Context: an optimization exercise on an open-source flow, tuned for small area, a short achievable clock period and few clock cycles. The choices shown serve that exercise and are no tape-out recipe.
At most, simulation tests tie the RTL to the original design; equivalence was not proved.
No functional check of the RTL was part of runs 1 and 3 to 6.
Power is estimated from default activity; no workload was simulated.

==> flow/design.v <==
`default_nettype none
package fqmr_pkg;
    localparam int DEF_QUEUE_DEPTH = 16;
    localparam int DEF_VALUE_BITS  = 32;
    localparam logic [1:0] FUNC_PUSH   = 2'd0;
    localparam logic [1:0] FUNC_POP    = 2'd1;
    localparam logic [1:0] FUNC_REMOVE = 2'd2;
    localparam logic [1:0] FUNC_LIST   = 2'd3;
    localparam logic [1:0] STAT_OK    = 2'd0;
    localparam logic [1:0] STAT_FULL  = 2'd1;
    localparam logic [1:0] STAT_EMPTY = 2'd2;
endpackage
`default_nettype wire
`default_nettype none
module fqmr_store #(
    parameter int QUEUE_DEPTH = fqmr_pkg::DEF_QUEUE_DEPTH,
    parameter int VALUE_BITS  = fqmr_pkg::DEF_VALUE_BITS
) (
    input  wire                               i_clk,
    input  wire  [QUEUE_DEPTH-1:0]            i_sh,
    input  wire  [QUEUE_DEPTH-1:0]            i_ld,
    input  wire  [VALUE_BITS-1:0]             i_wdata,
    output logic [QUEUE_DEPTH*VALUE_BITS-1:0] o_q
);
    logic [VALUE_BITS-1:0] r_q [QUEUE_DEPTH];
    logic [QUEUE_DEPTH-1:0] hold;
    assign hold = ~(i_ld | i_sh);
    always_ff @(posedge i_clk) begin
        for (int i = 0; i < QUEUE_DEPTH - 1; i++) begin
            r_q[i] <= ({VALUE_BITS{i_ld[i]}} & i_wdata) |
                      ({VALUE_BITS{i_sh[i]}} & r_q[i + 1]) |
                      ({VALUE_BITS{hold[i]}} & r_q[i]);
        end
        r_q[QUEUE_DEPTH-1] <= ({VALUE_BITS{i_ld[QUEUE_DEPTH-1]}} & i_wdata) |
                              ({VALUE_BITS{!i_ld[QUEUE_DEPTH-1]}} & r_q[QUEUE_DEPTH-1]);
    end
    always_comb begin
        for (int i = 0; i < QUEUE_DEPTH; i++) begin
            o_q[i*VALUE_BITS +: VALUE_BITS] = r_q[i];
        end
    end
endmodule
`default_nettype wire
`default_nettype none
module fqmr_seq #(
    parameter int QUEUE_DEPTH = fqmr_pkg::DEF_QUEUE_DEPTH,
    parameter int VALUE_BITS  = fqmr_pkg::DEF_VALUE_BITS
) (
    input  wire  [VALUE_BITS-1:0]             i_key,
    input  wire  [QUEUE_DEPTH*VALUE_BITS-1:0] i_q,
    input  wire  [VALUE_BITS-1:0]             i_wdata,
    output logic [QUEUE_DEPTH-1:0]            o_eq,
    output logic                              o_eq_wdata
);
    always_comb begin
        for (int i = 0; i < QUEUE_DEPTH; i++) begin
            o_eq[i] = (i_q[i*VALUE_BITS +: VALUE_BITS] == i_key);
        end
        o_eq_wdata = (i_wdata == i_key);
    end
endmodule
`default_nettype wire
`default_nettype none
module fifo_queue_with_match_remove #(
    parameter int QUEUE_DEPTH = fqmr_pkg::DEF_QUEUE_DEPTH,
    parameter int VALUE_BITS  = fqmr_pkg::DEF_VALUE_BITS
) (
    input  wire         i_clk,
    input  wire         i_rst_n,
    input  wire         i_s_tvalid,
    output logic        o_s_tready,
    input  wire  [31:0] i_s_tdata,    
    input  wire  [1:0]  i_s_tuser,    
    output logic        o_m_tvalid,
    input  wire         i_m_tready,
    output logic [63:0] o_m_tdata,    
    output logic [4:0]  o_m_tuser,    
    output logic        o_m_tlast     
);
    localparam int N = QUEUE_DEPTH;
    localparam int W = VALUE_BITS;
    logic         r_v;
    logic         r_push, r_pop, r_rem, r_list;
    logic [W-1:0] r_d;
    localparam int G = N / 4;
    logic [N-1:0] r_m;      
    logic [G-1:0] r_g;      
    logic         r_lk;     
    logic [N-3:0] r_w;      
    logic         r_o_v;
    logic [W-1:0] r_o_entry;
    logic [4:0]   r_o_user;
    logic         r_o_last;
    logic [N-1:0] r_len;
    logic [N*W-1:0] q;
    logic [W-1:0]   q0, q1;
    logic [N-1:0]   sh, ld;
    logic [W-1:0]   wdata;
    logic [N-1:0]   eq;
    logic           eq_wd;
    logic           ofree, exec, last, done, load, rot;
    logic [N-1:0]   pre, len_nxt;
    logic           hit, h0;
    logic [N-1:0]   e_nxt, m_nxt;
    logic [G-1:0]   g_nxt;
    assign q0 = q[0 +: W];
    assign q1 = q[W +: W];
    assign ofree = !r_o_v || i_m_tready;
    assign exec  = r_v && ofree;
    assign last  = !r_list || !r_len[0] || (r_lk ? !r_w[0] : !r_len[1]);
    assign done  = exec && last;
    assign rot   = r_list && r_lk;
    assign o_s_tready = !r_v || (ofree && last);
    assign load       = i_s_tvalid && o_s_tready;
    always_comb begin
        for (int i = 0; i < N; i++) begin
            pre[i] = 1'b0;
            for (int k = 0; k < i / 4; k++) begin
                pre[i] = pre[i] | r_g[k];
            end
            for (int j = (i / 4) * 4; j <= i; j++) begin
                pre[i] = pre[i] | r_m[j];
            end
        end
    end
    assign hit = |r_g;
    assign h0  = r_m[0];
    always_comb begin
        for (int i = 0; i < N; i++) begin
            sh[i] = exec && (r_pop || (r_rem && pre[i]) ||
                             (rot && i >= 1 && i < N - 1 && r_len[(i + 1) % N]));
            ld[i] = exec && ((r_push && !r_len[i] && (i == 0 || r_len[(i + N - 1) % N])) ||
                             (rot && i >= 1 && r_len[i] && (i == N - 1 || !r_len[(i + 1) % N])));
        end
    end
    assign wdata = rot ? q1 : r_d;
    fqmr_store #(
        .QUEUE_DEPTH (N),
        .VALUE_BITS  (W)
    ) u_store (
        .i_clk   (i_clk),
        .i_sh    (sh),
        .i_ld    (ld),
        .i_wdata (wdata),
        .o_q     (q)
    );
    fqmr_seq #(
        .QUEUE_DEPTH (N),
        .VALUE_BITS  (W)
    ) u_cmp (
        .i_key      (i_s_tdata),
        .i_q        (q),
        .i_wdata    (r_d),
        .o_eq       (eq),
        .o_eq_wdata (eq_wd)
    );
    always_comb begin
        for (int i = 0; i < N; i++) begin
            if (ld[i]) begin
                e_nxt[i] = rot ? eq[1] : eq_wd;
            end else if (sh[i]) begin
                e_nxt[i] = (i < N - 1) ? eq[(i + 1) % N] : 1'b0;
            end else begin
                e_nxt[i] = eq[i];
            end
        end
        m_nxt = e_nxt & len_nxt;
        for (int k = 0; k < G; k++) begin
            g_nxt[k] = |m_nxt[4*k +: 4];
        end
    end
    always_comb begin
        len_nxt = r_len;
        if (exec) begin
            if (r_push) begin
                len_nxt = {r_len[N-2:0], 1'b1};
            end else if (r_pop || (r_rem && hit)) begin
                len_nxt = {1'b0, r_len[N-1:1]};
            end
        end
    end
    logic         e0, e1;
    logic [W-1:0] res_entry;
    logic [4:0]   res_user;
    assign e0 = r_len[0] && (r_pop || (r_list && !r_lk));
    assign e1 = rot;
    assign res_entry   = ({W{e0}} & q0) | ({W{e1}} & q1);
    assign res_user[0] = r_push && r_len[N-1];
    assign res_user[1] = r_pop && !r_len[0];
    assign res_user[2] = r_rem && hit;
    assign res_user[3] = (r_pop || r_list) && r_len[0];
    assign res_user[4] = !r_push && ((r_pop || (r_rem && h0)) ? !r_len[1] : !r_len[0]);
    always_ff @(posedge i_clk) begin
        if (!i_rst_n) begin
            r_v   <= 1'b0;
            r_o_v <= 1'b0;
            r_len <= '0;
            r_lk  <= 1'b0;
        end else begin
            if (ofree) begin
                r_o_v <= r_v;
            end
            if (load) begin
                r_v  <= 1'b1;
                r_lk <= 1'b0;
            end else if (done) begin
                r_v <= 1'b0;
            end else if (exec && r_list) begin
                r_lk <= 1'b1;
            end
            r_len <= len_nxt;
        end
        if (load) begin
            r_push <= (i_s_tuser == fqmr_pkg::FUNC_PUSH);
            r_pop  <= (i_s_tuser == fqmr_pkg::FUNC_POP);
            r_rem  <= (i_s_tuser == fqmr_pkg::FUNC_REMOVE);
            r_list <= (i_s_tuser == fqmr_pkg::FUNC_LIST);
            r_d    <= i_s_tdata;
            r_m    <= m_nxt;
            r_g    <= g_nxt;
        end
        if (ofree) begin
            r_o_entry <= res_entry;
            r_o_user  <= res_user;
            r_o_last  <= last;
        end
        if (exec && r_list) begin
            r_w <= r_lk ? {1'b0, r_w[N-3:1]} : r_len[N-1:2];
        end
    end
    assign o_m_tvalid = r_o_v;
    assign o_m_tdata  = {q0 & {W{!r_o_user[4]}}, r_o_entry};
    assign o_m_tuser  = r_o_user;
    assign o_m_tlast  = r_o_last;
endmodule
`default_nettype wire
==> flow/flow/run.sh <==
#!/bin/bash
# Standard layout (the standard flow's own synthesis and ORFS steps), with two changes to how
# the layout is made: the port buffers are buf_4 cells instead of the delay
# buffers buffer_ports picks by default, and the resizer may swap a cell for one
# with a different footprint. Each tool's full output goes to a log file here.
set -euo pipefail
bash standard.sh MATCH_CELL_FOOTPRINT=0 \
    "BUFFER_PORTS_ARGS=-buffer_cell sky130_fd_sc_hd__buf_4" \
    finish > standard_flow.log 2>&1
==> flow/standard.sh <==
#!/bin/bash
# synth_recipe.tcl (not shown) runs the flow's synth.tcl, then flattens the netlist and writes it again
# the make line also repeats each setting of config.mk as NAME=value (left out here)
make -C /OpenROAD-flow-scripts/flow DESIGN_CONFIG=/design/flow/config.mk WORK_HOME=/design/flow/orfs CLKGATE_MAP_FILE= SYNTH_SCRIPT=/design/flow/synth_recipe.tcl "${@:-finish}"
==> flow/config.mk <==
export PLATFORM = sky130hd
export DESIGN_NAME = fifo_queue_with_match_remove
export DESIGN_NICKNAME = fifo_queue_with_match_remove
export VERILOG_FILES = /design/flow/design.v
export SDC_FILE = /design/flow/constraint.sdc
export NUM_CORES = 4
export LEC_CHECK = 0
export CAP_MARGIN = 20
export CORE_MARGIN = 2
export CORE_UTILIZATION = 40
export PLACE_DENSITY = 0.6
export SETUP_SLACK_MARGIN = 2.5
export SLEW_MARGIN = 20
==> flow/constraint.sdc <==
create_clock -name core_clock -period 5.0 [get_ports {i_clk}]
set_input_delay 1.0000 -clock core_clock [delete_from_list [all_inputs] [get_ports {i_clk}]]
set_output_delay 1.0000 -clock core_clock [all_outputs]
set_load 0.01 [all_outputs]
==> qor.txt, run 1 <==
GRT overflow = 0
Reg2Reg Launch Point = r_g[1]
cts bufs inserted = 70
Async SR Flop Fraction = 0
total core area = 75,900 sq um
CTS tree = built
Port Buffers = 109
Hold WC Path Type = reg2reg
Cell Chain, Critical Path = o41a_1 -> or3_4 -> and2_4 -> o221ai_4 -> o21ba_1 -> o221a_4 -> a2111o_1
routed length per instance = 30.7 microns
setup_tns = 0 ns
R2R cell count = 7
Worst-Margin Slew = 1.16 ns
FP Rows = 101
fin crit share = 0.534
worst-path maximum fanout = 6
die area = 79,000 sq um
Max Cap Viol = 0
CP delay by family, top = compound AO/OA/AOI/OAI gates
die height = 281 microns
area leader, netlist = dfxtp_1
Top Usage Layer GRT = met2
crit path buf inv count = 0
slowest CP cell = edfxtp_1
final worst slack = 2.33 ns
nets = 3,220
Register Area = 14,200 sq um
GP Congestion = 0.951
FF-to-FF End = r_g[2]
VDD IR max = 0.000247 V
Root Buffer = clkbuf_16
achievable frequency = 375 MHz
Post-Synthesis Cells = 3,045
# setup viols final = 0
post-synth cell types = 61
first-pass GRT wire length = 180,000 microns
M2 GR Usage = 0.484
Syn-to-layout area delta = 24.8%
Worst-path clk slew = 0.06 ns
CP required = 5.37 ns
number of H-tree levels = 3
Ports = 110
critical path launch point type = flip-flop
Post-synth EDFFs = 140
fraction of layout cells with a size suffix above 1 = 0.208
largest net degree at the start of global routing = 58
Leak = 0.0149 uW
dpl ws = 1.21 ns
met3 GRT Util = 0.0629
Via density = 6.52
multi-input logic area = 16,600 sq um
top cell type's share of synthesized area = 0.326
number of global-route vias before repair = 25,600
fillers = 6,678
CTS Sinks = 639
TritonRoute pass-1 iters = 6
Critical Path Start = r_g[1]
Cell Area, Synth = 30,700 sq um
most common cell after layout, fill and taps aside = nor2_1
max-slew violations = 0
CP Capture Type = flip-flop
CP Capture Point = r_g[2]
Area contributors post-synth = dfxtp_1 33%, a221o_1 16%, edfxtp_1 14%
Power Total = 18,400 uW
Initial Utilization = 0.404
sequential-to-total area share from yosys stat = 0.463
# hold bufs at CTS = 0
die width = 281 microns
GRT Util Overall = 0.312
clk latency of the worst-skew pair = 0.63 ns
pwr dens = 479 nW/um^2
grt met1 use = 0.401
Most used DFF post-synth = dfxtp_1
initial DRC count = 4,289
clk buf depth = 3
Tmin final = 2.67 ns
Ys Warns = 4
status = complete, no violations
Slew HR = 0.213
FF-to-FF setup slack = 2.33 ns
commonest non-fill, non-tap cells in the layout = 506 x nor2_1, 485 x dfxtp_1, 481 x a221o_1, 276 x xor2_1, 256 x xnor2_1
critical path's largest stage delay = 0.47 ns
initial antenna violation count = 1
total wire length = 131,000 microns
final core utilization = 0.504
cell count along the critical path = 7
vias post-DR = 27,800
Net Count, Synth = 3,083
Worst Skew = 0.0143 ns
Syn Area/Cell = 10.1 sq um
Hold Slack = 0.518 ns
final hold violation count = 0
post-route ant nets = 0
RSZ-0062 raised after global routing = yes
dpl hpwl = 80,000 microns
Seq cells post-synth = 639
data arrival time of the worst path = 3.04 ns
CP Class = reg2reg
# DRC = 0
timing repair:
action	in CTS	in global routing
setup buffers	53	95
endpoints found under the setup margin	544	340
pin swaps	15	35
resized for setup	141	152
gates cloned	16	9
state kept, by name (all words and copies together) (netlist names), named ones only:
name,count
r_v,1
u_store.r_q,480
r_o_entry,32
r_d,32
r_push,1
r_list,1
r_rem,1
r_w,14
r_g,4
r_pop,1
r_o_user,5
r_lk,1
r_o_v,1
r_o_last,1
r_len,16
r_m,16
power by group:
part / internal (uW) / switching, uW / leakage [uW] / total (uW)
Sequential: 6700 / 2100 / 0.00555 / 8800
Combinational: 2350 / 1850 / 0.00823 / 4200
Clock: 3130 / 2230 / 0.00115 / 5360
cell families after synthesis:
family | count (synthesis) | synth area share
buf+inv | 331 | 0.0454
mux | 54 | 0.0183
xor+xnor | 544 | 0.155
compound gates | 640 | 0.195
flops | 639 | 0.463
simple gates | 837 | 0.124
worst reg2reg max path: cells and delay by family (launching register included):
| family | cells | cell delay, ns |
|---|---|---|
| AND/OR/NAND/NOR | 2 | 0.61 |
| AO/OA/AOI/OAI | 5 | 1.33 |
| flip-flops | 1 | 0.47 |
synthesized netlist by cell type (all sizes together) (4+ instances only):
| cell | number |
|---|---|
| edfxtp | 140 |
| dfxtp | 499 |
| o221ai | 7 |
| xnor2 | 257 |
| nor3 | 15 |
| nand3 | 6 |
| xor2 | 287 |
| mux2 | 17 |
| nand2 | 51 |
| a21oi | 35 |
| o21a | 4 |
| o22a | 4 |
| or2 | 4 |
| nand2b | 13 |
| a211oi | 13 |
| nand4 | 81 |
| buf | 121 |
| clkbuf | 161 |
| inv | 49 |
| and2 | 12 |
| nor4 | 88 |
| o21ai | 12 |
| a22o | 32 |
| nor2 | 518 |
| a221o | 481 |
| nor2b | 40 |
| mux2i | 37 |
| a22oi | 4 |
| o22ai | 23 |
per-layer routing:
metal,part of all wire,up-vias
li1,-,11600
met1,0.38,13700
met2,0.44,2079
met3,0.11,525
met4,0.074,0
met5,0,-
worst min path at each step:
| stage | start | to | slack, ns | depth (start not counted) |
|---|---|---|---|---|
| final | flip-flop | u_store.r_q[14][25] | 0.52 | 1 |
| after global routing | flip-flop | u_store.r_q[14][25] | 0.54 | 1 |
| after floorplan | u_store.r_q[7][31] | u_store.r_q[7][31] | 0.50 | 1 |
| after global placement | flip-flop | u_store.r_q[14][2] | 0.50 | 1 |
| after detailed placement | flip-flop | u_store.r_q[14][2] | 0.51 | 1 |
| after CTS | flip-flop | u_store.r_q[14][2] | 0.52 | 1 |
through the flow:
stage                     cells  cell area [sq um]
after global routing       4265              38300
after detailed placement   3966              32900
after global placement     3966              32900
after CTS                  4160              36600
final                      4266              38300
after floorplan            3045              31900
final cells by class:
type	instances	share of cell area
Inverter	49	0.00549
Timing Repair Buffer	334	0.0938
Tap cell	1030	0.0336
Clock buffer	97	0.0534
Antenna cell	1	0.0000653
Timing Repair inverter	2	0.000457
Sequential cell	639	0.371
Multi-Input combinational cell	2086	0.435
Clock inverter	28	0.00764
==> inputs of run 2 (changes only) <==
--- a/flow/design.v
+++ b/flow/design.v
@@ -84,5 +84,3 @@
     logic [W-1:0] r_d;
-    localparam int G = N / 4;
-    logic [N-1:0] r_m;      
-    logic [G-1:0] r_g;      
+    logic [N-1:0] r_e;      
     logic         r_lk;     
@@ -101,6 +99,5 @@
     logic           ofree, exec, last, done, load, rot;
-    logic [N-1:0]   pre, len_nxt;
+    logic [N-1:0]   h, pre;
     logic           hit, h0;
-    logic [N-1:0]   e_nxt, m_nxt;
-    logic [G-1:0]   g_nxt;
+    logic [N-1:0]   e_nxt;
     assign q0 = q[0 +: W];
@@ -114,15 +111,11 @@
     assign load       = i_s_tvalid && o_s_tready;
-    always_comb begin
-        for (int i = 0; i < N; i++) begin
-            pre[i] = 1'b0;
-            for (int k = 0; k < i / 4; k++) begin
-                pre[i] = pre[i] | r_g[k];
-            end
-            for (int j = (i / 4) * 4; j <= i; j++) begin
-                pre[i] = pre[i] | r_m[j];
-            end
-        end
-    end
-    assign hit = |r_g;
-    assign h0  = r_m[0];
+    assign h = r_e & r_len;
+    always_comb begin
+        pre[0] = h[0];
+        for (int i = 1; i < N; i++) begin
+            pre[i] = pre[i-1] | h[i];
+        end
+    end
+    assign hit = pre[N-1];
+    assign h0  = h[0];
     always_comb begin
@@ -166,16 +159,2 @@
         end
-        m_nxt = e_nxt & len_nxt;
-        for (int k = 0; k < G; k++) begin
-            g_nxt[k] = |m_nxt[4*k +: 4];
-        end
-    end
-    always_comb begin
-        len_nxt = r_len;
-        if (exec) begin
-            if (r_push) begin
-                len_nxt = {r_len[N-2:0], 1'b1};
-            end else if (r_pop || (r_rem && hit)) begin
-                len_nxt = {1'b0, r_len[N-1:1]};
-            end
-        end
     end
@@ -210,3 +189,9 @@
             end
-            r_len <= len_nxt;
+            if (exec) begin
+                if (r_push) begin
+                    r_len <= {r_len[N-2:0], 1'b1};
+                end else if (r_pop || (r_rem && hit)) begin
+                    r_len <= {1'b0, r_len[N-1:1]};
+                end
+            end
         end
@@ -218,4 +203,3 @@
             r_d    <= i_s_tdata;
-            r_m    <= m_nxt;
-            r_g    <= g_nxt;
+            r_e    <= e_nxt;
         end
==> qor.txt, run 2 <==
# DRC = 0
initial antenna violation count = 1
Area contributors post-synth = dfxtp_1 33%, a221o_1 15%, xor2_1 14%
sequential-to-total area share from yosys stat = 0.461
Initial Utilization = 0.403
Top reg by flops = u_store.r_q
GRT overflow = 0
Max Cap Viol = 0
routed length per instance = 30.6 microns
Ys Warns = 4
most common cell after layout, fill and taps aside = xor2_1
Top Usage Layer GRT = met2
data arrival time of the worst path = 1.60 ns
worst-path maximum fanout = 4
area leader, netlist = dfxtp_1
post-route ant nets = 0
Post-Layout Cell Count = 4,119
Post-Synthesis Cells = 3,042
RSZ-0062 raised after global routing = yes
die area = 78,500 sq um
Commonest cells post-synth = 500 x xor2_1, 499 x dfxtp_1, 482 x nor2_1
grt met1 use = 0.392
# hold bufs at CTS = 0
total core area = 75,700 sq um
critical path's largest stage delay = 0.38 ns
Post-synth EDFFs = 136
pwr dens = 532 nW/um^2
met3 GRT Util = 0.0840
Worst-Margin Slew = 0.870 ns
Syn-to-layout area delta = 19.3%
VDD IR max = 0.000253 V
fin crit share = 0.521
CP required = 4.00 ns
Root Buffer = clkbuf_16
Reg2Reg Launch Point = r_list
number of H-tree levels = 3
slowest CP cell = dfxtp_4
cts bufs inserted = 70
placed insts = 3,906
post-synth cell types = 50
die height = 280 microns
first-pass GRT wire length = 180,000 microns
max-slew violations = 0
Syn Area/Cell = 10.0 sq um
critical path launch point type = flip-flop
Most used DFF post-synth = dfxtp_1
CTS tree = built
hold_sp = u_store.r_q[14][1]
clk buf depth = 3
count leader, synth = xor2_1
status = complete, no violations
GRT Util Overall = 0.311
commonest non-fill, non-tap cells in the layout = 500 x xor2_1, 486 x dfxtp_1, 473 x nor2_1, 448 x a221o_1, 154 x buf_4
Critical Path Start = r_lk
Worst-path clk slew = 0.06 ns
number of global-route vias before repair = 25,100
M2 GR Usage = 0.485
FP Rows = 101
largest net degree at the start of global routing = 54
Async SR Flop Fraction = 0
vias post-DR = 26,700
TritonRoute pass-1 iters = 8
initial DRC count = 3,696
total wire length = 126,000 microns
Via density = 6.49
Worst Skew = 0.0367 ns
CP Capture Type = output port
nets = 3,121
# setup viols final = 0
Net Count, Synth = 3,080
clk latency of the worst-skew pair = 0.64 ns
Port Buffers = 109
final core utilization = 0.481
GP Congestion = 0.929
top cell type's share of synthesized area = 0.327
max FFs per register = 480
Hold WC Path Type = reg2reg
Leak = 0.0152 uW
Seq cells post-synth = 635
Cell Area, Synth = 30,500 sq um
die width = 280 microns
achievable frequency = 384 MHz
largest registers = u_store.r_q: 480 flops, r_d: 32 flops, r_o_entry: 32 flops
Cell Chain, Critical Path = mux2i_4 -> nor2_4 -> o21ai_2 -> buf_4
CP Class = reg2out
fillers = 6,769
CTS Sinks = 635
Tmin final = 2.60 ns
Slew HR = 0.420
final hold violation count = 0
Ports = 110
fraction of layout cells with a size suffix above 1 = 0.160
setup_tns = 0 ns
dpl hpwl = 79,100 microns
-- run 2: power breakdown --
part / switching [uW] / total, uW / leakage, uW / internal (uW)
logic: 2010 / 4540 / 0.00856 / 2530
clock network: 2230 / 5320 / 0.00113 / 3090
registers: 2520 / 9510 / 0.00552 / 6990
total: 6760 / 19400 / 0.0152 / 12600
-- run 2: cell families after synthesis --
family                    after synthesis  synth area share
muxes                                  72            0.0242
and+or+nand+nor                       823             0.122
xor gates and xnor gates              544             0.156
AOI/OAI and AO/OA                     643             0.193
buffers and inverters                 325            0.0429
DFF                                   635             0.461
-- run 2: metrics by stage --
| step | hold WS (ns) | power [uW] | worst slack (ns) | area (sq um) |
|---|---|---|---|---|
| 4_1_cts | 0.484 | 19100 | 2.34 | 35700 |
| 6_report | 0.488 | 19400 | 2.40 | 36400 |
| 5_1_grt | 0.508 | 20000 | 2.33 | 36400 |
| 3_3_place_gp | 0.469 | 13500 | 1.35 | 32300 |
| 3_5_place_dp | 0.476 | 13600 | 1.28 | 32300 |
| 2_1_floorplan | 0.455 | 11700 | 1.85 | 31100 |
-- run 2: critical path, delay by kind of cell (launching register included) --
kind,cells,cell delay (ns)
buffers and inverters,1,0.15
muxes,1,0.24
DFF,1,0.38
and+or+nand+nor,1,0.06
AOI/OAI and AO/OA,1,0.16
-- run 2: path summary, 6_finish.rpt --
kind,end,slack (ns),cells past startpoint
worst min-delay path,u_store.r_q[14][1],0.49,2
worst max register to register,r_e[14],2.47,7
worst min register to register,u_store.r_q[14][1],0.49,2
worst max-delay path,o_s_tready,2.40,4
-- run 2: per-layer routing --
metal | vias up | part of all wire | wire (microns)
met2 | 1858 | 0.44 | 55400
met3 | 435 | 0.11 | 14400
met4 | 2 | 0.061 | 7700
met1 | 13100 | 0.39 | 48600
li1 | 11400 | - | -
met5 | - | 0.00012 | 15
-- run 2: cell type report --
cell class	count	area (sq um)	area share
multi-input combinational	2101	16200	0.444
clock buffer	114	2140	0.0588
antenna	1	2.50	0.0000687
tap	978	1220	0.0336
inverter	39	154	0.00423
clock inverter	15	175	0.00481
timing repair inverter	1	7.51	0.000206
timing repair buffer	235	2430	0.0668
sequential	635	14100	0.387
-- run 2: repair_timing --
action                                  4_1_cts  5_1_grt
gates resized for setup                     108       72
pin swaps                                     5        2
endpoints found under the setup margin      667      439
cloned                                       20        3
endpoints found under the hold margin         0        0
setup buffers                                40       20
Testbench counts of run 2, summed over its fixed seeds: cycles 5,447.
==> inputs of run 3 (changes only) <==
--- a/flow/design.v
+++ b/flow/design.v
@@ -21,2 +21,3 @@
     input  wire  [QUEUE_DEPTH-1:0]            i_ld,
+    input  wire  [QUEUE_DEPTH-1:0]            i_hold,
     input  wire  [VALUE_BITS-1:0]             i_wdata,
@@ -25,4 +26,2 @@
     logic [VALUE_BITS-1:0] r_q [QUEUE_DEPTH];
-    logic [QUEUE_DEPTH-1:0] hold;
-    assign hold = ~(i_ld | i_sh);
     always_ff @(posedge i_clk) begin
@@ -31,6 +30,6 @@
                       ({VALUE_BITS{i_sh[i]}} & r_q[i + 1]) |
-                      ({VALUE_BITS{hold[i]}} & r_q[i]);
+                      ({VALUE_BITS{i_hold[i]}} & r_q[i]);
         end
         r_q[QUEUE_DEPTH-1] <= ({VALUE_BITS{i_ld[QUEUE_DEPTH-1]}} & i_wdata) |
-                              ({VALUE_BITS{!i_ld[QUEUE_DEPTH-1]}} & r_q[QUEUE_DEPTH-1]);
+                              ({VALUE_BITS{i_hold[QUEUE_DEPTH-1]}} & r_q[QUEUE_DEPTH-1]);
     end
@@ -86,2 +85,3 @@
     logic         r_lk;     
+    logic         r_last;   
     logic [N-3:0] r_w;      
@@ -94,3 +94,3 @@
     logic [W-1:0]   q0, q1;
-    logic [N-1:0]   sh, ld;
+    logic [N-1:0]   sh, ld, hold, sh_q;
     logic [W-1:0]   wdata;
@@ -99,3 +99,3 @@
     logic           ofree, exec, last, done, load, rot;
-    logic [N-1:0]   h, pre;
+    logic [N-1:0]   h, pre, len_nxt;
     logic           hit, h0;
@@ -105,4 +105,4 @@
     assign ofree = !r_o_v || i_m_tready;
-    assign exec  = r_v && ofree;
-    assign last  = !r_list || !r_len[0] || (r_lk ? !r_w[0] : !r_len[1]);
+    assign exec  = r_v && ofree && i_rst_n;
+    assign last  = r_last;
     assign done  = exec && last;
@@ -129,2 +129,8 @@
     assign wdata = rot ? q1 : r_d;
+    always_comb begin
+        sh_q = sh;
+        sh_q[0] = sh[0] && r_len[1];
+        hold = ~(ld | sh);
+        hold[0] = !(ld[0] || sh[0]) && i_rst_n;
+    end
     fqmr_store #(
@@ -134,4 +140,5 @@
         .i_clk   (i_clk),
-        .i_sh    (sh),
+        .i_sh    (sh_q),
         .i_ld    (ld),
+        .i_hold  (hold),
         .i_wdata (wdata),
@@ -157,2 +164,12 @@
                 e_nxt[i] = eq[i];
+            end
+        end
+    end
+    always_comb begin
+        len_nxt = r_len;
+        if (exec) begin
+            if (r_push) begin
+                len_nxt = {r_len[N-2:0], 1'b1};
+            end else if (r_pop || (r_rem && hit)) begin
+                len_nxt = {1'b0, r_len[N-1:1]};
             end
@@ -189,9 +206,3 @@
             end
-            if (exec) begin
-                if (r_push) begin
-                    r_len <= {r_len[N-2:0], 1'b1};
-                end else if (r_pop || (r_rem && hit)) begin
-                    r_len <= {1'b0, r_len[N-1:1]};
-                end
-            end
+            r_len <= len_nxt;
         end
@@ -204,2 +215,5 @@
             r_e    <= e_nxt;
+            r_last <= (i_s_tuser != fqmr_pkg::FUNC_LIST) || !len_nxt[0] || !len_nxt[1];
+        end else if (exec && r_list) begin
+            r_last <= !(r_lk ? r_w[1] : r_len[2]);
         end
@@ -215,3 +229,3 @@
     assign o_m_tvalid = r_o_v;
-    assign o_m_tdata  = {q0 & {W{!r_o_user[4]}}, r_o_entry};
+    assign o_m_tdata  = {q0, r_o_entry};
     assign o_m_tuser  = r_o_user;
--- a/flow/config.mk
+++ b/flow/config.mk
@@ -11,3 +11,3 @@
 export PLACE_DENSITY = 0.6
-export SETUP_SLACK_MARGIN = 2.5
+export SETUP_SLACK_MARGIN = 2.3
 export SLEW_MARGIN = 20
==> qor.txt, run 3 <==
status = complete, no violations
Critical Path Start = i_s_tdata[30]
Leak = 0.0147 uW
critical path launch point type = primary input
Ys Warns = 4
crit path buf inv count = 1
number of H-tree levels = 3
RSZ-0062 raised after global routing = yes
Most common cell on crit path = mux2i_1
total core area = 75,600 sq um
# DRC = 0
clk latency of the worst-skew pair = 0.62 ns
count leader, synth = dfxtp_1
CTS Sinks = 635
max-slew violations = 0
placed cell areas = 31,700 sq um
Post-Synthesis Cells = 3,051
Root Buffer = clkbuf_16
Cell Area, Synth = 30,400 sq um
most common cell after layout, fill and taps aside = dfxtp_1
first-pass GRT wire length = 162,000 microns
CP Capture Type = flip-flop
Via density = 6.36
FF-to-FF End = u_store.r_q[12][3]
R2R cell count = 9
CP Capture Point = r_e[13]
clk buf depth = 3
achievable frequency = 364 MHz
total wire length = 110,000 microns
# setup viols final = 0
worst-path maximum fanout = 18
M2 GR Usage = 0.400
routed length per instance = 27.1 microns
Post-synth EDFFs = 104
Top Usage Layer GRT = met2
cell count along the critical path = 7
final hold violation count = 0
vias post-DR = 25,800
TritonRoute pass-1 iters = 8
area leader, netlist = dfxtp_1
# hold bufs at CTS = 0
max FFs per register = 512
nets = 3,061
Top reg by flops = u_store.r_q
pwr dens = 401 nW/um^2
GP Congestion = 0.904
cts bufs inserted = 69
top cell type's share of synthesized area = 0.350
met3 GRT Util = 0.0646
post-synth cell types = 53
setup_tns = 0 ns
Most used DFF post-synth = dfxtp_1
Ports = 110
Area contributors post-synth = dfxtp_1 35%, xor2_1 15%, a221o_1 15%
FP Rows = 101
die area = 78,200 sq um
number of global-route vias before repair = 23,800
slowest CP cell = nor4_2
GRT overflow = 0
CP required = 5.43 ns
Slew HR = 0.318
die height = 280 microns
Max Cap Viol = 0
Port Buffers = 109
GRT Util Overall = 0.271
Syn-to-layout area delta = 14.0%
Worst-Margin Slew = 1.01 ns
Commonest cells post-synth = 531 x dfxtp_1, 529 x xor2_1, 477 x nor2_1
fraction of layout cells with a size suffix above 1 = 0.131
Power Total = 13,900 uW
CP delay by family, top = simple AND/OR/NAND/NOR gates
critical path's largest stage delay = 0.53 ns
post-route ant nets = 0
FF-to-FF setup slack = 2.33 ns
Hold WC Path Type = reg2reg
initial antenna violation count = 0
VDD IR max = 0.000251 V
Async SR Flop Fraction = 0
hold_sp = u_store.r_q[15][8]
final core utilization = 0.459
Cell Chain, Critical Path = buf_4 -> xor2_1 -> nor4_2 -> nand4_1 -> nor2_1 -> mux2i_1 -> mux2i_1
sequential-to-total area share from yosys stat = 0.452
CTS tree = built
data arrival time of the worst path = 3.18 ns
Syn Area/Cell = 9.96 sq um
Net Count, Synth = 3,089
Worst-path clk slew = 0.06 ns
dpl hpwl = 76,400 microns
die width = 280 microns
Reg2Reg Launch Point = r_e[0]
Seq cells post-synth = 635
largest net degree at the start of global routing = 67
initial DRC count = 3,744
CP Class = in2reg
Initial Utilization = 0.402
Design Area, Final = 34,700 sq um
Worst Skew = 0.0263 ns
commonest non-fill, non-tap cells in the layout = 530 x dfxtp_1, 529 x xor2_1, 470 x nor2_1, 448 x a221o_1, 183 x buf_4
fin crit share = 0.550
grt met1 use = 0.399
largest registers = u_store.r_q: 512 flops, r_d: 32 flops, r_o_entry: 32 flops
Tmin final = 2.75 ns
## run 3: cell count changes after synthesis, sizes merged, moves of 32 or more
cell,change
dfxtp,+32
edfxtp,-32
nor2b,-32
buf,+42
o21ai,+50
## run 3: layout make-up
| class | count | area [sq um] |
|---|---|---|
| fillers | 6995 | 40900 |
| flip-flops and latches | 635 | 13800 |
| well taps | 978 | 1220 |
| repair buffers | 218 | 1900 |
| diodes | 1 | 2.50 |
| inverters | 10 | 41.3 |
| multi-input cells | 2089 | 15500 |
| clock buffers | 97 | 1930 |
| clock inverters | 26 | 328 |
## run 3: where the power goes
group / leakage [uW] / switching, uW / internal (uW) / total, uW
Clock: 0.00111 / 2180 / 3070 / 5250
Sequential: 0.00540 / 762 / 5810 / 6580
Combinational: 0.00816 / 1120 / 938 / 2060
## run 3: per-layer routing
metal | part of all wire | vias up
li1 | - | 11200
met1 | 0.44 | 12900
met2 | 0.43 | 1464
met3 | 0.11 | 151
met4 | 0.016 | 0
met5 | 0 | -
## run 3: cell families (layout without fill, tap and decap cells)
logic type	after synthesis	after routing	share of synthesized area
muxes	73	73	0.0245
other	0	1	0
AOI/OAI and AO/OA	691	695	0.202
and+or+nand+nor	776	777	0.114
xor gates and xnor gates	544	544	0.157
DFF	635	635	0.452
buffers and inverters	332	351	0.0505
## run 3: worst min-delay path by stage
stage	slack (ns)	depth (start not counted)	to
floorplan	0.47	2	r_o_v
detailed placement	0.50	2	u_store.r_q[15][8]
CTS	0.51	2	u_store.r_q[15][8]
global route	0.52	2	u_store.r_q[15][8]
global placement	0.49	2	u_store.r_q[15][21]
finish	0.50	2	u_store.r_q[15][8]
## run 3: worst reg2reg max path, stage by stage (launching register included)
cell      delay [ns]
edfxtp_1        0.44
a222oi_1        0.38
buf_4           0.21
nand4_2         0.20
o211ai_2        0.38
o21ai_2         0.11
buf_6           0.22
a21oi_2         0.16
buf_6           0.31
a221o_1         0.23
## run 3: repair_timing
| action | in CTS | in global routing |
|---|---|---|
| buffers inserted | 8 | 17 |
| pin swaps | 3 | 8 |
| gates cloned | 6 | 1 |
| gates resized for setup | 35 | 37 |
| endpoints found under the setup margin | 556 | 369 |
## run 3: stage by stage
| stage | hold WS [ns] | worst slack [ns] | instances |
|---|---|---|---|
| floorplan | 0.469 | 2.22 | 3051 |
| global placement | 0.489 | 1.27 | 3897 |
| detailed placement | 0.499 | 1.16 | 3897 |
| CTS | 0.507 | 2.26 | 4034 |
| global route | 0.525 | 2.22 | 4053 |
| finish | 0.504 | 2.25 | 4054 |
==> inputs of run 4 (changes only) <==
--- a/flow/config.mk
+++ b/flow/config.mk
@@ -10,4 +10,6 @@
 export CORE_UTILIZATION = 40
+export CTS_CLUSTER_DIAMETER = 100
+export CTS_CLUSTER_SIZE = 30
 export PLACE_DENSITY = 0.6
-export SETUP_SLACK_MARGIN = 2.3
+export SETUP_SLACK_MARGIN = 2.5
 export SLEW_MARGIN = 20
==> qor.txt, run 4 <==
status = complete, no violations
max FFs per register = 512
most common cell after layout, fill and taps aside = xor2_1
die width = 280 microns
final worst slack = 2.41 ns
Comb power frac = 0.187
number of global-route vias before repair = 24,400
routed length per instance = 29.5 microns
count leader, synth = dfxtp_1
# DRC = 0
GRT Util Overall = 0.285
Sequential Power Share = 0.570
commonest non-fill, non-tap cells in the layout = 529 x xor2_1, 528 x dfxtp_1, 463 x nor2_1, 448 x a221o_1, 182 x buf_4
GRT overflow = 0
top cell type's share of synthesized area = 0.350
post-synth cell types = 53
fraction of layout cells with a size suffix above 1 = 0.143
Cell Area, Synth = 30,400 sq um
CTS Sinks = 635
Initial Utilization = 0.402
sw power = 3730 uW
VDD IR max = 0.000243 V
Top reg by flops = u_store.r_q
setup_tns = 0 ns
Syn-to-layout area delta = 13.7%
# setup viols final = 0
area leader, netlist = dfxtp_1
Power Total = 11,600 uW
worst-path maximum fanout = 2
Sw Share = 0.321
Commonest cells post-synth = 531 x dfxtp_1, 529 x xor2_1, 477 x nor2_1
Worst-Margin Slew = 1.04 ns
vias post-DR = 26,400
max-slew violations = 0
Tmin final = 2.59 ns
die height = 280 microns
Hold Slack = 0.514 ns
dpl hpwl = 79,100 microns
total wire length = 119,000 microns
cts bufs inserted = 26
Async SR Flop Fraction = 0
hold_sp = u_store.r_q[15][10]
die area = 78,200 sq um
Leak = 0.0145 uW
FP Rows = 101
achievable frequency = 386 MHz
clk buf depth = 3
final hold violation count = 0
fin crit share = 0.518
clk latency of the worst-skew pair = 0.64 ns
data arrival time of the worst path = 1.59 ns
GP Congestion = 0.900
Critical Path Start = i_m_tready
pwr dens = 336 nW/um^2
RSZ-0062 raised after global routing = yes
P_int = 7890 uW
sequential-to-total area share from yosys stat = 0.452
critical path launch point type = primary input
Worst Skew = 0.0215 ns
initial antenna violation count = 1
Root Buffer = clkbuf_16
CTS tree = built
Syn Area/Cell = 9.96 sq um
post-route ant nets = 0
initial DRC count = 4,172
Worst-path clk slew = 0.11 ns
Ports = 110
CP required = 4.00 ns
first-pass GRT wire length = 169,000 microns
total core area = 75,600 sq um
Ys Warns = 4
CP Capture Type = output port
Slew HR = 0.308
number of H-tree levels = 1
Post-Synthesis Cells = 3,051
Antenna Cells = 0
Post-synth EDFFs = 104
Max Cap Viol = 0
largest net degree at the start of global routing = 55
placed cell areas = 31,800 sq um
TritonRoute pass-1 iters = 7
Reg2Reg Launch Point = r_list
CP Class = in2out
Net Count, Synth = 3,089
Area contributors post-synth = dfxtp_1 35%, xor2_1 15%, a221o_1 15%
# hold bufs at CTS = 0
largest registers = u_store.r_q: 512 flops, r_d: 32 flops, r_o_entry: 32 flops
Hold WC Path Type = reg2reg
Port Buffers = 109
Via density = 6.57
nets = 3,070
dpl ws = 1.33 ns
Most used DFF post-synth = dfxtp_1
Seq cells post-synth = 635
Clock power frac = 0.243
Design Area, Final = 34,600 sq um
## run 4: worst paths after layout
kind | endpoint | depth (start not counted) | slack, ns
setup / recovery | o_s_tready | 6 | 2.41
hold / removal | u_store.r_q[15][10] | 2 | 0.51
setup reg to reg | u_store.r_q[8][10] | 6 | 2.49
hold reg to reg | u_store.r_q[15][10] | 2 | 0.51
## run 4: repair_timing
| item | in CTS | in global routing |
|---|---|---|
| pin swaps | 8 | 28 |
| setup buffers | 48 | 17 |
| endpoints found under the setup margin | 545 | 511 |
| gates resized for setup | 77 | 101 |
| cloned | 8 | 16 |
## run 4: logic make-up (layout without fill, tap and decap cells)
logic type | count (synthesis) | count (layout) | share of synthesized area
AO/OA/AOI/OAI | 691 | 696 | 0.202
AND/OR/NAND/NOR | 776 | 778 | 0.114
multiplexers | 73 | 73 | 0.0245
XOR/XNOR | 544 | 544 | 0.157
buffers and inverters | 332 | 321 | 0.0505
flip-flops | 635 | 635 | 0.452
## run 4: critical path: stages
cell,delay [ns]
buf_6,0.09
nand2b_4,0.15
buf_16,0.13
nand2_4,0.05
nand2_4,0.05
buf_6,0.12
## run 4: power groups by stage
| stage | combinational [uW] | clock, uW | sequential (uW) |
|---|---|---|---|
| after global routing | 2280 | 3000 | 6660 |
| after detailed placement | 1900 | 0 | 6690 |
| after CTS | 2020 | 2810 | 6570 |
| after global placement | 1880 | 0 | 6680 |
| final | 2170 | 2830 | 6630 |
| after floorplan | 1390 | 0 | 6370 |
## run 4: per-layer routing
metal | global-route usage | vias up | wire length (microns)
met5 | 0 | - | 10
met1 | 0.410 | 13300 | 50000
met2 | 0.419 | 1773 | 49700
met4 | 0.0809 | 2 | 3630
li1 | - | 11200 | -
met3 | 0.0731 | 234 | 15300
## run 4: stage by stage
step / util / instances
finish: 0.457 / 4025
global placement: 0.421 / 3891
CTS: 0.444 / 3992
detailed placement: 0.421 / 3893
floorplan: - / 3051
global route: 0.457 / 4025
## run 4: area by class of cell
cell class	count	area, sq um
Clock buffer	34	712
Clock inverter	9	91.3
Sequential cell	635	13800
Tap cell	978	1220
Timing Repair Buffer	268	2850
Inverter	10	41.3
Multi-Input combinational cell	2091	15900
Fill cell	6976	41000
==> inputs of run 5 (changes only) <==
--- a/flow/config.mk
+++ b/flow/config.mk
@@ -10,6 +10,4 @@
 export CORE_UTILIZATION = 40
-export CTS_CLUSTER_DIAMETER = 100
-export CTS_CLUSTER_SIZE = 30
 export PLACE_DENSITY = 0.6
-export SETUP_SLACK_MARGIN = 2.5
+export SETUP_SLACK_MARGIN = 2.6
 export SLEW_MARGIN = 20
==> qor.txt, run 5 <==
status = complete, no violations
clk latency of the worst-skew pair = 0.62 ns
CP Capture Type = flip-flop
VDD IR max = 0.000224 V
Cell Area, Synth = 30,400 sq um
Design Area, Final = 37,200 sq um
nets = 3,170
fillers = 6,626
mux cell area share after synthesis = 0.0245
CTS tree = built
Max Cap Viol = 0
# setup viols final = 0
setup_tns = 0 ns
die area = 78,200 sq um
Most common cell on crit path = o21ai_4
Async SR Flop Fraction = 0
largest registers = u_store.r_q: 512 flops, r_d: 32 flops, r_o_entry: 32 flops
top cell type's share of synthesized area = 0.350
post-synth cell types = 53
fraction of layout cells with a size suffix above 1 = 0.180
achievable frequency = 384 MHz
total wire length = 121,000 microns
RSZ-0062 raised after global routing = yes
Post-synth EDFFs = 104
initial DRC count = 4,321
Hold WC Path Type = reg2reg
first-pass GRT wire length = 164,000 microns
data arrival time of the worst path = 2.97 ns
initial antenna violation count = 0
number of H-tree levels = 3
Port Buffers = 109
die height = 280 microns
fin crit share = 0.521
dpl hpwl = 76,000 microns
max-slew violations = 0
area share of fa/ha/maj cells after synthesis = 0
Most used DFF post-synth = dfxtp_1
Via density = 6.49
Post-Synth Simple-Gate Area = 0.114
number of global-route vias before repair = 24,300
hold_sp = u_store.r_q[15][22]
pwr dens = 375 nW/um^2
post-route ant nets = 0
Net Count, Synth = 3,089
Synth Area in XOR/XNOR = 0.157
Slew HR = 0.523
main combinational cell family by area after synthesis = compound AO/OA/AOI/OAI gates
Commonest cells post-synth = 531 x dfxtp_1, 529 x xor2_1, 477 x nor2_1
critical path's largest stage delay = 0.44 ns
largest net degree at the start of global routing = 67
# DRC = 0
die width = 280 microns
total core area = 75,600 sq um
max FFs per register = 512
most common cell after layout, fill and taps aside = xor2_1
CP Class = reg2reg
cts bufs inserted = 69
Ys Warns = 4
Antenna Cells = 0
Top reg by flops = u_store.r_q
Worst-path clk slew = 0.06 ns
area leader, netlist = dfxtp_1
Seq cells post-synth = 635
placed cell areas = 31,700 sq um
CP required = 5.36 ns
FP Rows = 101
# hold bufs at CTS = 0
Critical Path Start = r_e[6]
Worst Skew = 0.0275 ns
sequential-to-total area share from yosys stat = 0.452
TritonRoute pass-1 iters = 6
Post-Synthesis Cells = 3,051
GRT overflow = 0
Tmin final = 2.61 ns
post-synthesis compound-gate area fraction = 0.202
vias post-DR = 27,000
critical path launch point type = flip-flop
routed length per instance = 29.0 microns
Initial Utilization = 0.402
Worst-Margin Slew = 0.713 ns
Cell Chain, Critical Path = a222oi_1 -> buf_4 -> nand4_4 -> buf_8 -> o21ai_4 -> buf_6 -> clkinv_4 -> o21ai_4 -> buf_12 -> o31ai_4 -> o32a_1
GP Congestion = 0.906
count leader, synth = dfxtp_1
Syn-to-layout area delta = 22.5%
commonest non-fill, non-tap cells in the layout = 526 x xor2_1, 524 x dfxtp_1, 466 x nor2_1, 448 x a221o_1, 170 x buf_4
clk buf depth = 3
Root Buffer = clkbuf_16
worst-path maximum fanout = 7
Reg2Reg Launch Point = r_e[6]
final hold violation count = 0
Ports = 110
CTS Sinks = 635
GRT Util Overall = 0.273
Area contributors post-synth = dfxtp_1 35%, xor2_1 15%, a221o_1 15%
Leak = 0.0157 uW
Syn Area/Cell = 9.96 sq um
slowest CP cell = a222oi_1
==> run 5: layout make-up <==
cell class,instances,area [sq um],share of cell area
repair buffers,324,3970,0.107
inverters,10,48.8,0.00131
multi-input cells,2092,16100,0.431
well taps,978,1220,0.0329
clock buffers,103,2020,0.0542
flip-flops and latches,635,13800,0.370
clock inverters,20,151,0.00407
==> run 5: repair_timing <==
action / CTS / global route
cloned: 11 / 46
resized for setup: 104 / 187
buffers inserted: 35 / 52
endpoints found under the setup margin: 598 / 527
pin swaps: 13 / 70
hold endpoints to repair: 0 / 0
==> run 5: power by group <==
part | internal (uW) | switching, uW | total [uW]
clock network | 2900 | 2180 | 5080
registers | 5810 | 769 | 6580
logic | 1070 | 1250 | 2320
total | 9780 | 4200 | 14000
==> run 5: final timing paths <==
path,to,slack [ns],cells after the start
worst max-delay path,r_last,2.39,11
worst min-delay path,u_store.r_q[15][22],0.50,2
worst max register to register,r_last,2.39,11
worst min register to register,u_store.r_q[15][22],0.50,2
==> run 5: metrics by stage <==
| stage | hold WS, ns | utilization | worst slack (ns) | power (uW) | std cells |
|---|---|---|---|---|---|
| after floorplan | 0.469 | - | 2.22 | 7760 | 3051 |
| after global placement | 0.489 | 0.420 | 1.29 | 8520 | 3895 |
| after detailed placement | 0.501 | 0.420 | 1.23 | 8550 | 3895 |
| after CTS | 0.509 | 0.462 | 2.40 | 13600 | 4064 |
| after global routing | 0.523 | 0.493 | 2.27 | 14300 | 4162 |
| final | 0.496 | 0.493 | 2.39 | 14000 | 4162 |
==> run 5: logic make-up (layout without fill, tap and decap cells) <==
group / count (synthesis) / count (layout)
AND/OR/NAND/NOR: 776 / 781
AO/OA/AOI/OAI: 691 / 694
flip-flops: 635 / 635
XOR/XNOR: 544 / 544
buffers and inverters: 332 / 457
multiplexers: 73 / 73
==> run 5: critical path: cells and delay by family, from the launching register on <==
family	cells	cell delay [ns]
AND/OR/NAND/NOR	1	0.10
buffers and inverters	5	0.70
AO/OA/AOI/OAI	5	1.16
flip-flops	1	0.40
==> run 5: per-layer routing <==
layer	global-route usage	wire length (microns)	up-vias
li1	-	-	11400
met1	0.402	51900	13300
met2	0.395	49200	1990
met3	0.0631	16500	246
met4	0.0824	3270	0
met5	0	0	-
==> inputs of run 6 (changes only) <==
--- a/flow/config.mk
+++ b/flow/config.mk
@@ -9,4 +9,4 @@
 export CORE_MARGIN = 2
-export CORE_UTILIZATION = 40
-export PLACE_DENSITY = 0.6
+export CORE_UTILIZATION = 55
+export PLACE_DENSITY = 0.7
 export SETUP_SLACK_MARGIN = 2.6
==> qor.txt, run 6 <==
Initial Utilization = 0.554
routed length per instance = 35.0 microns
Post-Synthesis Cells = 3,051
placed insts = 3,640
status = complete, no violations
Ys Warns = 4
fillers = 4,137
# DRC = 0
met3 GRT Util = 0.182
TritonRoute pass-1 iters = 8
worst-path maximum fanout = 16
Max Cap Viol = 0
max-slew violations = 0
die height = 239 microns
commonest non-fill, non-tap cells in the layout = 529 x xor2_1, 523 x dfxtp_1, 462 x nor2_1, 448 x a221o_1, 189 x buf_4
Worst Skew = 0.0166 ns
VDD IR max = 0.000284 V
count leader, synth = dfxtp_1
final hold violation count = 0
area leader, netlist = dfxtp_1
Async SR Flop Fraction = 0
dpl hpwl = 81,700 microns
first-pass GRT wire length = 185,000 microns
fin crit share = 0.527
vias post-DR = 28,800
fraction of layout cells with a size suffix above 1 = 0.181
die area = 57,200 sq um
Tmin final = 2.64 ns
Top Usage Layer GRT = met1
largest registers = u_store.r_q: 512 flops, r_d: 32 flops, r_o_entry: 32 flops
grt met1 use = 0.613
Syn-to-layout area delta = 21.2%
top cell type's share of synthesized area = 0.350
GRT Util Overall = 0.448
max FFs per register = 512
Syn Area/Cell = 9.96 sq um
Commonest cells post-synth = 531 x dfxtp_1, 529 x xor2_1, 477 x nor2_1
Net Count, Synth = 3,089
# setup viols final = 0
Leak = 0.0158 uW
number of H-tree levels = 3
data arrival time of the worst path = 3.13 ns
Most used DFF post-synth = dfxtp_1
Area contributors post-synth = dfxtp_1 35%, xor2_1 15%, a221o_1 15%
Worst-Margin Slew = 0.882 ns
number of global-route vias before repair = 25,800
cts bufs inserted = 70
most common cell after layout, fill and taps aside = xor2_1
post-synth cell types = 53
Worst-path clk slew = 0.06 ns
Cell Area, Synth = 30,400 sq um
GP Congestion = 0.976
Post-Layout Cell Count = 3,902
Port Buffers = 109
CTS Sinks = 635
setup_tns = 0 ns
clk buf depth = 3
CTS tree = built
Root Buffer = clkbuf_16
RSZ-0062 raised after global routing = yes
Ports = 110
initial antenna violation count = 2
nets = 3,184
total core area = 54,900 sq um
Hold WC Path Type = reg2reg
GRT overflow = 0
M2 GR Usage = 0.592
pwr dens = 386 nW/um^2
largest net degree at the start of global routing = 67
FP Rows = 86
Top reg by flops = u_store.r_q
Slew HR = 0.409
Via density = 7.39
post-route ant nets = 0
Post-synth EDFFs = 104
achievable frequency = 379 MHz
clk latency of the worst-skew pair = 0.62 ns
Power Total = 14,200 uW
sequential-to-total area share from yosys stat = 0.452
CP Class = in2reg
CP required = 5.49 ns
Seq cells post-synth = 635
critical path launch point type = primary input
initial DRC count = 5,604
total wire length = 137,000 microns
die width = 239 microns
CP Capture Type = flip-flop
==> run 6: changes by cell type in the layout (fill, tap and decap cells not counted), moves of 15 or more <==
cell	previous run	this run
mux2i_4	1	17
nand3_2	15	0
o21ai_0	64	79
nand3_1	21	37
buf_4	170	189
mux2i_1	58	41
==> run 6: area by class of cell <==
| type | count | area (sq um) | area share |
|---|---|---|---|
| multi-input combinational | 2092 | 16000 | 0.433 |
| sequential | 635 | 13800 | 0.373 |
| timing repair buffer | 336 | 3980 | 0.108 |
| clock buffer | 107 | 2120 | 0.0574 |
| tap | 704 | 881 | 0.0239 |
| clock inverter | 16 | 104 | 0.00282 |
| inverter | 10 | 43.8 | 0.00119 |
| timing repair inverter | 1 | 5.00 | 0.000136 |
| antenna | 1 | 2.50 | 0.0000679 |
==> run 6: layer usage <==
| layer | vias to the layer above | share of wire |
|---|---|---|
| met4 | 2 | 0.077 |
| met1 | 13800 | 0.36 |
| met5 | - | 0.000066 |
| met2 | 2871 | 0.38 |
| met3 | 649 | 0.18 |
| li1 | 11500 | - |
==> run 6: repair_timing <==
item,CTS,global route
gates cloned,17,26
pin swaps,10,63
buffers inserted,66,29
hold endpoints to repair,0,0
endpoints found under the setup margin,586,503
hold buffers,0,0
resized for setup,130,120
==> run 6: power by group <==
group          internal (uW)  switching, uW  leakage [uW]
registers               5810            981       0.00540
logic                   1070           1190       0.00928
clock network           2960           2190       0.00109
==> run 6: worst max-delay path, cell delays in order <==
cell       delay [ns]
buf_4            0.19
and2_2           0.33
nand2_8          0.19
buf_4            0.25
o21ai_4          0.26
buf_12           0.18
a21oi_4          0.04
buf_12           0.18
clkbuf_16        0.16
a221o_1          0.31
==> run 6: per-stage QoR <==
stage          instance area (sq um)  worst slack [ns]   util  hold slack [ns]
4_1_cts                        35600              2.41  0.649            0.508
6_report                       36900              2.36  0.672            0.507
3_5_place_dp                   31800              1.16  0.580            0.499
2_1_floorplan                  30800              2.22      -            0.469
5_1_grt                        36900              2.38  0.672            0.531
3_3_place_gp                   31600              1.21  0.577            0.489
==> run 6: worst paths after layout <==
| path | slack, ns | to | depth (start not counted) | startpoint |
|---|---|---|---|---|
| hold / removal | 0.51 | u_store.r_q[15][11] | 2 | u_store.r_q[15][11] |
| setup reg to reg | 2.43 | u_store.r_q[13][27] | 6 | r_list |
| hold reg to reg | 0.51 | u_store.r_q[15][11] | 2 | u_store.r_q[15][11] |
| setup / recovery | 2.36 | u_store.r_q[13][27] | 10 | i_rst_n |
==> run 6: cell families (layout without fill, tap and decap cells) <==
family,after synthesis,after routing,synth area share
compound gates,691,694,0.202
xor+xnor,544,544,0.157
buf+inv,332,470,0.0505
flops,635,635,0.452
mux,73,73,0.0245
other cells,0,1,0
simple gates,776,781,0.114
==> inputs of run 7 (changes only) <==
--- a/flow/design.v
+++ b/flow/design.v
@@ -82,3 +82,3 @@
     logic         r_push, r_pop, r_rem, r_list;
-    logic [W-1:0] r_d;
+    logic [W-1:0] r_d;      
     logic [N-1:0] r_e;      
@@ -86,3 +86,2 @@
     logic         r_last;   
-    logic [N-3:0] r_w;      
     logic         r_o_v;
@@ -213,3 +212,2 @@
             r_list <= (i_s_tuser == fqmr_pkg::FUNC_LIST);
-            r_d    <= i_s_tdata;
             r_e    <= e_nxt;
@@ -217,3 +215,3 @@
         end else if (exec && r_list) begin
-            r_last <= !(r_lk ? r_w[1] : r_len[2]);
+            r_last <= !(r_lk ? r_d[1] : r_len[2]);
         end
@@ -224,4 +222,6 @@
         end
-        if (exec && r_list) begin
-            r_w <= r_lk ? {1'b0, r_w[N-3:1]} : r_len[N-1:2];
+        if (load) begin
+            r_d <= i_s_tdata;
+        end else if (exec && r_list) begin
+            r_d[N-3:0] <= r_lk ? {1'b0, r_d[N-3:1]} : r_len[N-1:2];
         end
--- a/flow/config.mk
+++ b/flow/config.mk
@@ -9,5 +9,5 @@
 export CORE_MARGIN = 2
-export CORE_UTILIZATION = 55
-export PLACE_DENSITY = 0.7
-export SETUP_SLACK_MARGIN = 2.6
+export CORE_UTILIZATION = 40
+export PLACE_DENSITY = 0.6
+export SETUP_SLACK_MARGIN = 2.5
 export SLEW_MARGIN = 20
==> qor.txt, run 7 <==
status = complete, no violations
data arrival time of the worst path = 3.09 ns
Top reg by flops = u_store.r_q
Syn-to-layout area delta = 21.2%
TritonRoute pass-1 iters = 6
Seq cells post-synth = 622
Port Buffers = 109
Most used DFF post-synth = dfxtp_1
GRT overflow = 0
total wire length = 128,000 microns
Net Count, Synth = 3,112
final hold violation count = 0
Tmin final = 2.56 ns
routed length per instance = 30.9 microns
count leader, synth = dfxtp_1
Post-synth EDFFs = 91
VDD IR max = 0.000228 V
critical path launch point type = flip-flop
Worst-path clk slew = 0.06 ns
first-pass GRT wire length = 176,000 microns
Ports = 110
CP Class = reg2reg
RSZ-0062 raised after global routing = yes
# DRC = 0
max FFs per register = 512
clk latency of the worst-skew pair = 0.61 ns
setup_tns = 0 ns
sequential-to-total area share from yosys stat = 0.446
Async SR Flop Fraction = 0
initial antenna violation count = 2
cts bufs inserted = 68
Root Buffer = clkbuf_16
commonest non-fill, non-tap cells in the layout = 523 x dfxtp_1, 505 x nor2_1, 497 x xor2_1, 480 x a221o_1, 156 x buf_4
Antenna Cells = 0
dpl ws = 1.09 ns
fillers = 6,604
pwr dens = 377 nW/um^2
initial DRC count = 4,496
CP Capture Type = flip-flop
die area = 77,100 sq um
# hold bufs at CTS = 0
Worst Skew = 0.0232 ns
post-synth cell types = 55
die height = 278 microns
dpl hpwl = 76,600 microns
top cell type's share of synthesized area = 0.355
worst-path maximum fanout = 8
Area contributors post-synth = dfxtp_1 35%, a221o_1 16%, xor2_1 15%
GP Congestion = 0.930
vias post-DR = 27,500
post-route ant nets = 0
most common cell after layout, fill and taps aside = dfxtp_1
nets = 3,156
final worst slack = 2.44 ns
GRT Util Overall = 0.307
Syn Area/Cell = 9.75 sq um
largest registers = u_store.r_q: 512 flops, r_d: 32 flops, r_o_entry: 32 flops
fin crit share = 0.511
Leak = 0.0152 uW
Cell Area, Synth = 30,000 sq um
multi-input logic area = 16,100 sq um
Initial Utilization = 0.403
Max Cap Viol = 0
Worst-Margin Slew = 1.09 ns
Post-Synthesis Cells = 3,074
largest net degree at the start of global routing = 48
clk buf depth = 3
Slew HR = 0.257
CTS tree = built
Hold WC Path Type = reg2reg
CP required = 5.54 ns
total core area = 74,300 sq um
achievable frequency = 391 MHz
number of H-tree levels = 3
Commonest cells post-synth = 531 x dfxtp_1, 513 x nor2_1, 497 x xor2_1
area leader, netlist = dfxtp_1
CTS Sinks = 622
die width = 278 microns
fraction of layout cells with a size suffix above 1 = 0.159
# setup viols final = 0
max-slew violations = 0
Register Area = 13,400 sq um
Ys Warns = 4
number of global-route vias before repair = 25,100
FP Rows = 100
Via density = 6.64
[run 7: cell families (layout without fill, tap and decap cells)]
kind of cell	after synthesis	count (layout)	share of synthesized area
AO/OA/AOI/OAI	675	676	0.202
XOR/XNOR	544	544	0.159
buffers and inverters	330	413	0.0472
flip-flops	622	622	0.446
multiplexers	68	68	0.0228
AND/OR/NAND/NOR	835	844	0.123
[run 7: metal layers]
metal,track usage,wire length (microns)
met3,0.0774,16600
met5,0,28
met4,0.193,9350
met1,0.423,50500
met2,0.425,51200
[run 7: layout make-up]
class | instances | area share
Sequential cell | 622 | 0.368
Clock buffer | 100 | 0.0558
Multi-Input combinational cell | 2132 | 0.443
Tap cell | 969 | 0.0334
Inverter | 10 | 0.00110
Clock inverter | 19 | 0.00348
Timing Repair Buffer | 284 | 0.0955
[run 7: where the power goes]
part / internal, uW / switching, uW / total, uW
logic: 1040 / 1140 / 2180
clock network: 2860 / 2120 / 4980
registers: 5670 / 870 / 6540
[run 7: final timing paths]
check                                          from  slack (ns)             endpoint  cells past startpoint
worst min register to register  u_store.r_q[15][29]        0.49  u_store.r_q[15][29]                      2
worst max register to register               r_e[0]        2.44    u_store.r_q[8][1]                     12
worst max-delay path                         r_e[0]        2.44    u_store.r_q[8][1]                     12
worst min-delay path            u_store.r_q[15][29]        0.49  u_store.r_q[15][29]                      2
[run 7: repair_timing]
item,in CTS,in global routing
gates resized for setup,58,109
endpoints found under the setup margin,579,490
pin swaps,8,36
buffers inserted,34,46
gates cloned,11,31
[run 7: stage by stage]
| stage | hold WS [ns] | cells | area, sq um | util | total power, uW |
|---|---|---|---|---|---|
| final | 0.493 | 4136 | 36300 | 0.489 | 13700 |
| after global routing | 0.504 | 4136 | 36300 | 0.489 | 14000 |
| after CTS | 0.493 | 4059 | 34600 | 0.466 | 13400 |
| after detailed placement | 0.485 | 3895 | 31800 | 0.427 | 8490 |
| after global placement | 0.474 | 3889 | 31600 | 0.425 | 8420 |
| after floorplan | 0.451 | 3074 | 30300 | - | 7590 |
[run 7: critical path, cell delays in order (launching register included)]
cell and delay [ns]:
edfxtp_1 0.44, a222oi_1 0.37, buf_4 0.20, buf_6 0.11
nand4_1 0.15, buf_4 0.21, o21ai_4 0.15, a21oi_4 0.11
buf_12 0.17, a21oi_4 0.13, buf_12 0.14, buf_12 0.13
a221o_1 0.15
Testbench counts of run 7, summed over its fixed seeds: cycles 5,447.
==> inputs of run 8 (changes only) <==
--- a/flow/config.mk
+++ b/flow/config.mk
@@ -10,4 +10,6 @@
 export CORE_UTILIZATION = 40
+export CTS_CLUSTER_DIAMETER = 80
+export CTS_CLUSTER_SIZE = 25
 export PLACE_DENSITY = 0.6
-export SETUP_SLACK_MARGIN = 2.5
+export SETUP_SLACK_MARGIN = 2.65
 export SLEW_MARGIN = 20
==> qor.txt, run 8 <==
VDD IR max = 0.000207 V
Ys Warns = 4
clk latency of the worst-skew pair = 0.61 ns
Synth Area in XOR/XNOR = 0.159
max FFs per register = 512
grt met1 use = 0.427
vias post-DR = 27,900
top cell type's share of synthesized area = 0.355
Register Area = 13,400 sq um
CP Capture Type = flip-flop
cts bufs inserted = 35
die area = 77,100 sq um
Cell Area, Synth = 30,000 sq um
critical path's largest stage delay = 0.53 ns
crit path buf inv count = 0
final hold violation count = 0
CTS Sinks = 622
post-route ant nets = 0
main combinational cell family by area after synthesis = compound AO/OA/AOI/OAI gates
number of H-tree levels = 2
# hold bufs at CTS = 0
Power Total = 12,200 uW
routed length per instance = 31.4 microns
FP Rows = 100
worst-path maximum fanout = 8
die width = 278 microns
Post-Synth Simple-Gate Area = 0.123
Clock power frac = 0.273
critical path launch point type = flip-flop
Net Count, Synth = 3,112
CP required = 5.49 ns
multi-input logic area = 16,500 sq um
GRT overflow = 0
most common cell after layout, fill and taps aside = dfxtp_1
GRT Util Overall = 0.310
initial DRC count = 4,244
Max Cap Viol = 0
total wire length = 130,000 microns
total core area = 74,300 sq um
status = complete, no violations
# DRC = 0
Area contributors post-synth = dfxtp_1 35%, a221o_1 16%, xor2_1 15%
CP delay by family, top = compound AO/OA/AOI/OAI gates
Worst-path clk slew = 0.10 ns
met3 GRT Util = 0.0739
largest registers = u_store.r_q: 512 flops, r_d: 32 flops, r_o_entry: 32 flops
area leader, netlist = dfxtp_1
area share of fa/ha/maj cells after synthesis = 0
number of global-route vias before repair = 25,300
Comb power frac = 0.192
nets = 3,199
data arrival time of the worst path = 3.07 ns
first-pass GRT wire length = 178,000 microns
slowest CP cell = a222oi_1
TritonRoute pass-1 iters = 8
Syn-to-layout area delta = 23.8%
Worst Skew = 0.0506 ns
Initial Utilization = 0.403
initial antenna violation count = 0
setup_tns = 0 ns
Commonest cells post-synth = 531 x dfxtp_1, 513 x nor2_1, 497 x xor2_1
Sw Share = 0.325
dpl hpwl = 75,500 microns
Seq cells post-synth = 622
largest net degree at the start of global routing = 48
Most used DFF post-synth = dfxtp_1
die height = 278 microns
CTS tree = built
Post-Synthesis Cells = 3,074
Root Buffer = clkbuf_16
post-synth cell types = 55
Top Usage Layer GRT = met2
Cell Chain, Critical Path = a222oi_1 -> a21boi_4 -> a31oi_4 -> or3b_4 -> and2_4 -> a221o_1
Hold WC Path Type = reg2reg
Slew HR = 0.413
Tmin final = 2.57 ns
Syn Area/Cell = 9.75 sq um
Leak = 0.0155 uW
M2 GR Usage = 0.442
fin crit share = 0.515
P_int = 8260 uW
achievable frequency = 389 MHz
sw power = 3970 uW
pwr dens = 330 nW/um^2
GP Congestion = 0.904
CP Class = reg2reg
# setup viols final = 0
commonest non-fill, non-tap cells in the layout = 517 x dfxtp_1, 505 x nor2_1, 497 x xor2_1, 480 x a221o_1, 160 x buf_4
sequential-to-total area share from yosys stat = 0.446
Worst-Margin Slew = 0.877 ns
fillers = 6,512
count leader, synth = dfxtp_1
RSZ-0062 raised after global routing = yes
fraction of layout cells with a size suffix above 1 = 0.192
clk buf depth = 3
Via density = 6.72
mux cell area share after synthesis = 0.0228
Ports = 110
Top reg by flops = u_store.r_q
Post-synth EDFFs = 91
Port Buffers = 109
Sequential Power Share = 0.534
post-synthesis compound-gate area fraction = 0.202
Async SR Flop Fraction = 0
max-slew violations = 0
## run 8: cells by family (layout without fill, tap and decap cells)
logic type	count (synthesis)	in the layout
AOI/OAI and AO/OA	675	677
xor gates and xnor gates	544	544
buffers and inverters	330	428
DFF	622	622
muxes	68	68
other	0	1
and+or+nand+nor	835	844
## run 8: path summary, 6_finish.rpt
| check | slack, ns | startpoint | depth (start not counted) | endpoint |
|---|---|---|---|---|
| worst max-delay path | 2.43 | r_e[10] | 6 | u_store.r_q[14][10] |
| worst max register to register | 2.43 | r_e[10] | 6 | u_store.r_q[14][10] |
| worst min-delay path | 0.49 | u_store.r_q[15][30] | 2 | u_store.r_q[15][30] |
| worst min register to register | 0.49 | u_store.r_q[15][30] | 2 | u_store.r_q[15][30] |
## run 8: layout make-up
cell class,instances,share of cell area
antenna,1,0.0000675
timing repair buffer,359,0.129
multi-input combinational,2133,0.446
clock inverter,16,0.00438
inverter,10,0.00108
tap,969,0.0327
sequential,622,0.361
clock buffer,43,0.0261
## run 8: through the flow
stage	instances	hold slack [ns]	util	setup WS [ns]	area, sq um
5_1_grt	4152	0.506	0.499	2.36	37100
3_5_place_dp	3892	0.488	0.427	1.16	31700
4_1_cts	4069	0.502	0.473	2.45	35100
2_1_floorplan	3074	0.451	-	2.21	30300
6_report	4153	0.491	0.499	2.43	37100
3_3_place_gp	3888	0.475	0.426	1.22	31600
## run 8: tightest hold or removal path, cell delays in order, from the launching register on
cell and delay [ns]:
dfxtp_1 0.35, nand2_2 0.06, o21ai_1 0.05
## run 8: what timing repair did
item / in CTS / in global routing
resized for setup: 142 / 251
gates cloned: 27 / 35
setup buffers: 91 / 48
endpoints found under the setup margin: 601 / 566
pin swaps: 24 / 84
## run 8: power groups by stage
stage,Clock [uW],Combinational [uW],Sequential [uW]
finish,3340,2350,6540
global route,3500,2450,6550
CTS,3330,2130,6460
detailed placement,0,1900,6580
global placement,0,1840,6570
floorplan,0,1380,6210
## run 8: metal layers
metal  up-vias  wire, microns
li1      11500              -
met5         -              0
met4         0           8920
met2      2320          53800
met3       433          16900
met1     13600          50700

separate check: timing with driven ports:
How much do the figures lean on ideal ports? The routed layouts below were timed once more, with nothing changed but the port constraints.
Step 1 assumes that a clkbuf_16 drives the clock port and a buf_2 every other input.
Step 2 also shifts input and output timing later by t, the mid clock arrival at the registers, as if the neighbouring blocks saw the same clock.
a / b / c = no drivers / after step 1 / after step 2; a / b = the first two.
| run | t (ns) | setup WS [ns] |
|---|---|---|
| run 1 | 0.685 | 2.330 / 2.264 / 1.579 |
| run 2 | 0.679 | 2.396 / 2.333 / 1.850 |
| run 3 | 0.670 | 2.251 / 2.271 / 1.601 |
| run 4 | 0.691 | 2.409 / 2.376 / 1.784 |
| run 5 | 0.667 | 2.393 / 2.371 / 1.857 |
| run 6 | 0.679 | 2.365 / 2.377 / 1.725 |
| run 7 | 0.665 | 2.445 / 2.433 / 1.837 |
| run 8 | 0.655 | 2.427 / 2.427 / 1.936 |
After both steps setup and hold are still met in every run listed.
